Source: an optimization exercise on an open RTL-to-GDS flow (aim: small area). Production flows keep margins and buffers that such runs may drop.
The RTL was checked by simulation tests, not by an equivalence proof against the original design.

==> flow/design.v, too long to show whole: its modules and the start of the top module <==
// module ecg_qrs_detector: 1748 lines
// module ecg_fa: 5 lines
// module ecg_ha: 4 lines
module ecg_qrs_detector #(
    parameter int DIN_W       = 59,
    parameter int MWI_LEN     = 32,
    parameter int REFRACT_LEN = 50,
    parameter int MAX_ABOVE   = 64
) (
    input  logic                    clk,
    input  logic                    rst,
    input  logic signed [DIN_W-1:0] din,
    input  logic                    din_valid,
    input  logic [31:0]             thresh,
    output logic [31:0]             mwi_out,
    output logic                    mwi_valid,
    output logic                    qrs_valid,
    output logic [31:0]             qrs_peak,
    output logic [31:0]             qrs_idx
);
  // ...
==> flow/flow/run.sh <==
#!/bin/bash
# Layout flow: the standard flow (standard synthesis unchanged) with
# buf_1 port buffers and a clock tree of fewer, larger clusters without
# dummy loads. The whole ORFS output goes to standard.log (each step also
# keeps its own log under orfs/logs).
export BUFFER_PORTS_ARGS="-buffer_cell sky130_fd_sc_hd__buf_1"
export CTS_ARGS="-sink_clustering_enable -repair_clock_nets -dont_use_dummy_load -sink_clustering_size 19 -sink_clustering_max_diameter 60 -buf_list sky130_fd_sc_hd__clkbuf_8"
bash standard.sh > standard.log 2>&1
==> flow/standard.sh <==
#!/bin/bash
# synth_recipe.tcl (not shown) runs the flow's synth.tcl, then flattens the netlist and writes it again
# the make line also repeats each setting of config.mk as NAME=value (left out here)
make -C /OpenROAD-flow-scripts/flow DESIGN_CONFIG=/design/flow/config.mk WORK_HOME=/design/flow/orfs CLKGATE_MAP_FILE= SYNTH_SCRIPT=/design/flow/synth_recipe.tcl "${@:-finish}"
==> flow/config.mk <==
export PLATFORM = sky130hd
export DESIGN_NAME = ecg_qrs_detector
export DESIGN_NICKNAME = ecg_qrs_detector
export VERILOG_FILES = /design/flow/design.v
export SDC_FILE = /design/flow/constraint.sdc
export NUM_CORES = 4
export LEC_CHECK = 0
export CAP_MARGIN = 20
export CORE_MARGIN = 2
export CORE_UTILIZATION = 65
export PLACE_DENSITY = 0.8
export SLEW_MARGIN = 20
export SYNTH_HIERARCHICAL = 1
==> flow/constraint.sdc <==
create_clock -name core_clock -period 10.0 [get_ports {clk}]
set_input_delay 2.0000 -clock core_clock [delete_from_list [all_inputs] [get_ports {clk}]]
set_output_delay 2.0000 -clock core_clock [all_outputs]
set_load 0.01 [all_outputs]
==> reports/metrics.csv, run 1 <==
metric;value;unit
diode count;0;
Setup crit end kind;register;
FF-to-FF Start;spend[0];
end point of the critical path;plo[4];
largest family of logic cells by synthesized area;adder cells;
Gates resized, CTS repair;0;
met2 wire len;31390;um
gr ovfl total;0;
CTS Buffer Depth;3;
distinct cell type count after synthesis;60;
Layout area overhead;5.831;%
Hold EP;vld_p1;
vias per inst;5.906;
Synth Register Bits;761;
CTS Hold Bufs;0;
clock latency on the worst-skew pair;690;ps
overall routing resource usage;24.47;%
fraction of area in multi-input gates;33.04;%
Boundary Pins;192;
Slowest-stage cell, CP;a21boi_0;
TNS Setup;0;ps
vias in the first global route;19360;
post-route cell area;37260;um2
largest net degree at the start of global routing;98;
storage element area;21820;um2
max reg flops;480;
I/O Buffers;187;
busiest layer in global routing;met2;
# Taps;696;
GP Congestion;0.9185;
status;no timing/DRC/antenna violations;
Metal-1 WL;27630;um
pre-CTS setup slack;1950;ps
Max Clock Freq;123.5;MHz
num sequential;761;
CTS clock-pin slew for the worst setup and hold paths;120;ps
==> run 2: changes to the inputs <==
==> flow/flow/run.sh (replaced) <==
#!/bin/bash
# Layout flow: the standard flow (standard synthesis unchanged) with
# buf_1 port buffers and a clock tree of fewer, larger clusters without
# dummy loads. The whole ORFS output goes to standard.log (each step also
# keeps its own log under orfs/logs).
export BUFFER_PORTS_ARGS="-buffer_cell sky130_fd_sc_hd__buf_1"
export CTS_ARGS="-sink_clustering_enable -repair_clock_nets -dont_use_dummy_load -sink_clustering_size 16 -sink_clustering_max_diameter 60 -buf_list sky130_fd_sc_hd__clkbuf_8"
bash standard.sh > standard.log 2>&1
--- a/flow/config.mk
+++ b/flow/config.mk
@@ -7,7 +7,7 @@
 export LEC_CHECK = 0
 export CAP_MARGIN = 20
 export CORE_MARGIN = 2
-export CORE_UTILIZATION = 65
-export PLACE_DENSITY = 0.8
+export CORE_UTILIZATION = 55
+export PLACE_DENSITY = 0.7
 export SLEW_MARGIN = 20
 export SYNTH_HIERARCHICAL = 1
==> reports/metrics.csv, run 2 <==
metric;value;unit;change
required time worst endpoint;10390;ps;was 10,250 ps
part of the cycle the worst path needs;81.64;%;was 81.00%
vias in the first global route;19150;;was 19,360
portion of netlist area occupied by mux cells;1.031;%;unchanged
Finish-stage setup viols;0;;unchanged
DP Cell Count;3184;;was 3,036
largest net degree at the start of global routing;206;;was 98
Final min period;8164;ps;was 8100 ps
Largest Register;win;;unchanged
synth cell count leaders;586 x edfxtp_1, 294 x fa_1, 180 x inv_1;;unchanged
gr ovfl total;0;;unchanged
share of Yosys cell area claimed by the top area cell type;49.98;%;unchanged
CTS clock-pin slew for the worst setup and hold paths;90;ps;was 120 ps
Final Util;59.45;%;was 69.38%
XOR/XNOR Fraction of Synth Area;0.4477;%;unchanged
mean routed wirelength per cell;20.48;um;was 21.41 um
fin nets;2967;;was 2,961
most common cell after layout, fill and taps aside;edfxtp_1;;unchanged
Final Max Slew Viols;0;;unchanged
Post-Synthesis Cells;2238;;unchanged
post-route cell area;37570;um2;was 37,260 um2
Hold Crit Class;register to register;;unchanged
most common cell type on the critical path;ha_1;;unchanged
CP startpoint kind;register;;unchanged
Layout area overhead;6.698;%;was 5.831%
Crit path largest cell delay;650;ps;was 830 ps
CP max FO;16;;was 31
most frequent cell after synthesis;edfxtp_1;;unchanged
cell accounting for the most synthesized area;edfxtp_1;;unchanged
first-pass GRT wire length;105900;um;was 105,200 um
clk root buf;clkbuf_8;;unchanged
DP Area;36720;um2;was 36,540 um2
largest family of logic cells by synthesized area;adder cells;;unchanged
clock latency on the worst-skew pair;700;ps;was 690 ps
vias per inst;5.586;;was 5.906
final hold vios;0;;unchanged
leading post-synthesis cells by cell area;edfxtp_1 50%, fa_1 17%, dfrtp_1 10%;;unchanged
max reg flops;480;;unchanged
Pre-antenna DRT Iters;6;;was 5
GP Congestion;0.9217;;was 0.9185
core area;63200;um2;was 53,710 um2
Post-DP HPWL;46180;um;was 46,910 um
Ys Warns;11;;unchanged
status;no timing/DRC/antenna violations;;unchanged
Gates resized, CTS repair;0;;unchanged
via count;18120;;was 18,240
Setup crit end kind;register;;unchanged
Avg Inst Size Synth;15.73;um2;unchanged
post-synthesis sequential area ratio;61.96;%;unchanged
CTS Hold Bufs;0;;unchanged
die footprint;66060;um2;was 56,050 um2
overall routing resource usage;20.66;%;was 24.47%
final WL;66430;um;was 66,110 um
Synth Register Bits;761;;unchanged
Max Clock Freq;122.5;MHz;was 123.5 MHz
Compound-Gate Fraction of Synth Area;3.649;%;unchanged
initial DRC count;1426;;was 1,645
Sink Count;761;;unchanged
CTS tree;yes;;unchanged
setup repair after global routing missed its margin;false;;unchanged
Post-Synth Simple-Gate Area;6.268;%;unchanged
DIE HEIGHT;257.0;um;was 236.7 um
Worst Skew;80.54;ps;was 79.42 ps
reported max-cap violation count;0;;unchanged
diode count;0;;unchanged
Initial Util;55.72;%;was 65.56%
Synth Cell Area;35210;um2;unchanged
DRC;0;;unchanged
Slew @ Worst Pin;1007;ps;was 1107 ps
Synth Area in Adders;23.08;%;unchanged
DRT antenna net count;0;;unchanged
Boundary Pins;192;;unchanged
critical path arrival;8560;ps;was 8350 ps
DIE WIDTH;257.0;um;was 236.7 um
initial antenna violation count;1;;unchanged
most common flop cell mapped by yosys;edfxtp_1;;unchanged
number of enable flip-flop cells after synthesis;586;;unchanged
Finished Layout Cells;3244;;was 3,088
CTS buffer count;59;;was 52
most frequent cells in the layout;586 x edfxtp_1, 246 x fa_1, 186 x buf_1;;unchanged
share of flip-flops with an asynchronous set or reset;18.79;%;unchanged
postcts setup bufs;0;;unchanged
Largest regs;win x480, xd x64, sum x35;;unchanged
Slowest-stage cell, CP;nand3b_1;;was a21boi_0
I/O Buffers;187;;unchanged
distinct cell type count after synthesis;60;;unchanged
kind of critical path;register to register;;unchanged
std cell rows;92;;was 85
CTS Buffer Depth;3;;unchanged
Max transition margin;32.85;%;was 25.83%
H-tree levels;2;;unchanged
share of post-route cells with drive strength above 1;7.923;%;was 7.692%
## run 2: cell counts after synthesis
No cell type changed its count.
## run 2: area by class of cell
cell class	instances	area (um2)
fill	4773	25630
inverter	180	680.7
multi-input combinational	1192	12310
timing repair buffer	206	885.9
tap	846	1059
sequential	761	21820
clock buffer	59	812.0
## run 2: worst paths after layout
check | slack [ps] | endpoint | startpoint | cells after the start
worst max-delay path | 1840 | peak[12] | spend[0] | 30
worst min-delay path | 380 | win[27][3] | win[26][3] | 0
worst max register to register | 1840 | peak[12] | spend[0] | 30
worst min register to register | 380 | win[27][3] | win[26][3] | 0
max in group asynchronous | 7150 | full_r | rst | 3
min in group asynchronous | 1450 | sum[1] | rst | 2
## run 2: cells by family after synthesis
kind of cell / count (synthesis)
DFF: 761
and+or+nand+nor: 498
adders and majority gates: 473
buffers and inverters: 288
AOI/OAI and AO/OA: 166
muxes: 33
xor gates and xnor gates: 18
other: 1
## run 2: layer usage
metal,vias to the layer above,global-route usage [%],routed length (um)
met1,9411,29.27,28830
met4,4,6.250,1959
met3,136,4.226,4016
met5,-,0,22
li1,8046,-,-
met2,523,32.70,31600
## run 2: through the flow
stage | worst slack (ps) | TNS [ps] | hold WS, ps
6_report | 1836 | 0 | 375.2
3_3_place_gp | 2046 | 0 | 335.6
2_1_floorplan | -2321 | -31440 | 331.1
3_5_place_dp | 1892 | 0 | 338.1
4_1_cts | 1809 | 0 | 380.0
5_1_grt | 1263 | 0 | 388.0
## run 2: worst max-delay path: cells and delay by family, from the launching register on
kind	cells	cell delay, ps
simple gates	1	650
xor+xnor	1	380
fa+ha+maj	22	4520
compound gates	4	1190
flops	1	410
mux	1	370
buf+inv	1	390
## run 2: modules after synthesis, one instance, submodules excluded
module | times used | cell area [um2]
ecg_fa | 294 | 20.02
ecg_qrs_detector | 1 | 28900
ecg_ha | 34 | 12.51

## port drivers added, routing unchanged
No port has a modelled driver above. Below, the same layouts with a new extraction and two added sets of constraints.
Step 1 (the two cells are an assumption about what drives the block):
set clk [get_ports {clk}]
set_driving_cell -lib_cell sky130_fd_sc_hd__clkbuf_16 $clk
set_driving_cell -lib_cell sky130_fd_sc_hd__buf_2 [delete_from_list [all_inputs] $clk]
Step 2 adds t to the input delays and takes it off the output delays; t is the mean of the earliest and latest rising clock arrival at the registers after step 1. Input paths then give back, and output paths get back, about the clock's delay inside the block.
Slacks: ideal ports / drivers / drivers and shift; pairs: ideal ports / drivers.
run | t, ns | slack for setup (ns) | worst setup path at the end | slew at the worst register clock pin (ns)
run 1 | 0.699 | 1.900 / 1.900 / 1.900 | register to register | 0.12 / 0.12
run 2 | 0.714 | 1.836 / 1.836 / 1.836 | register to register | 0.11 / 0.11
After both steps every run listed still meets setup and hold.
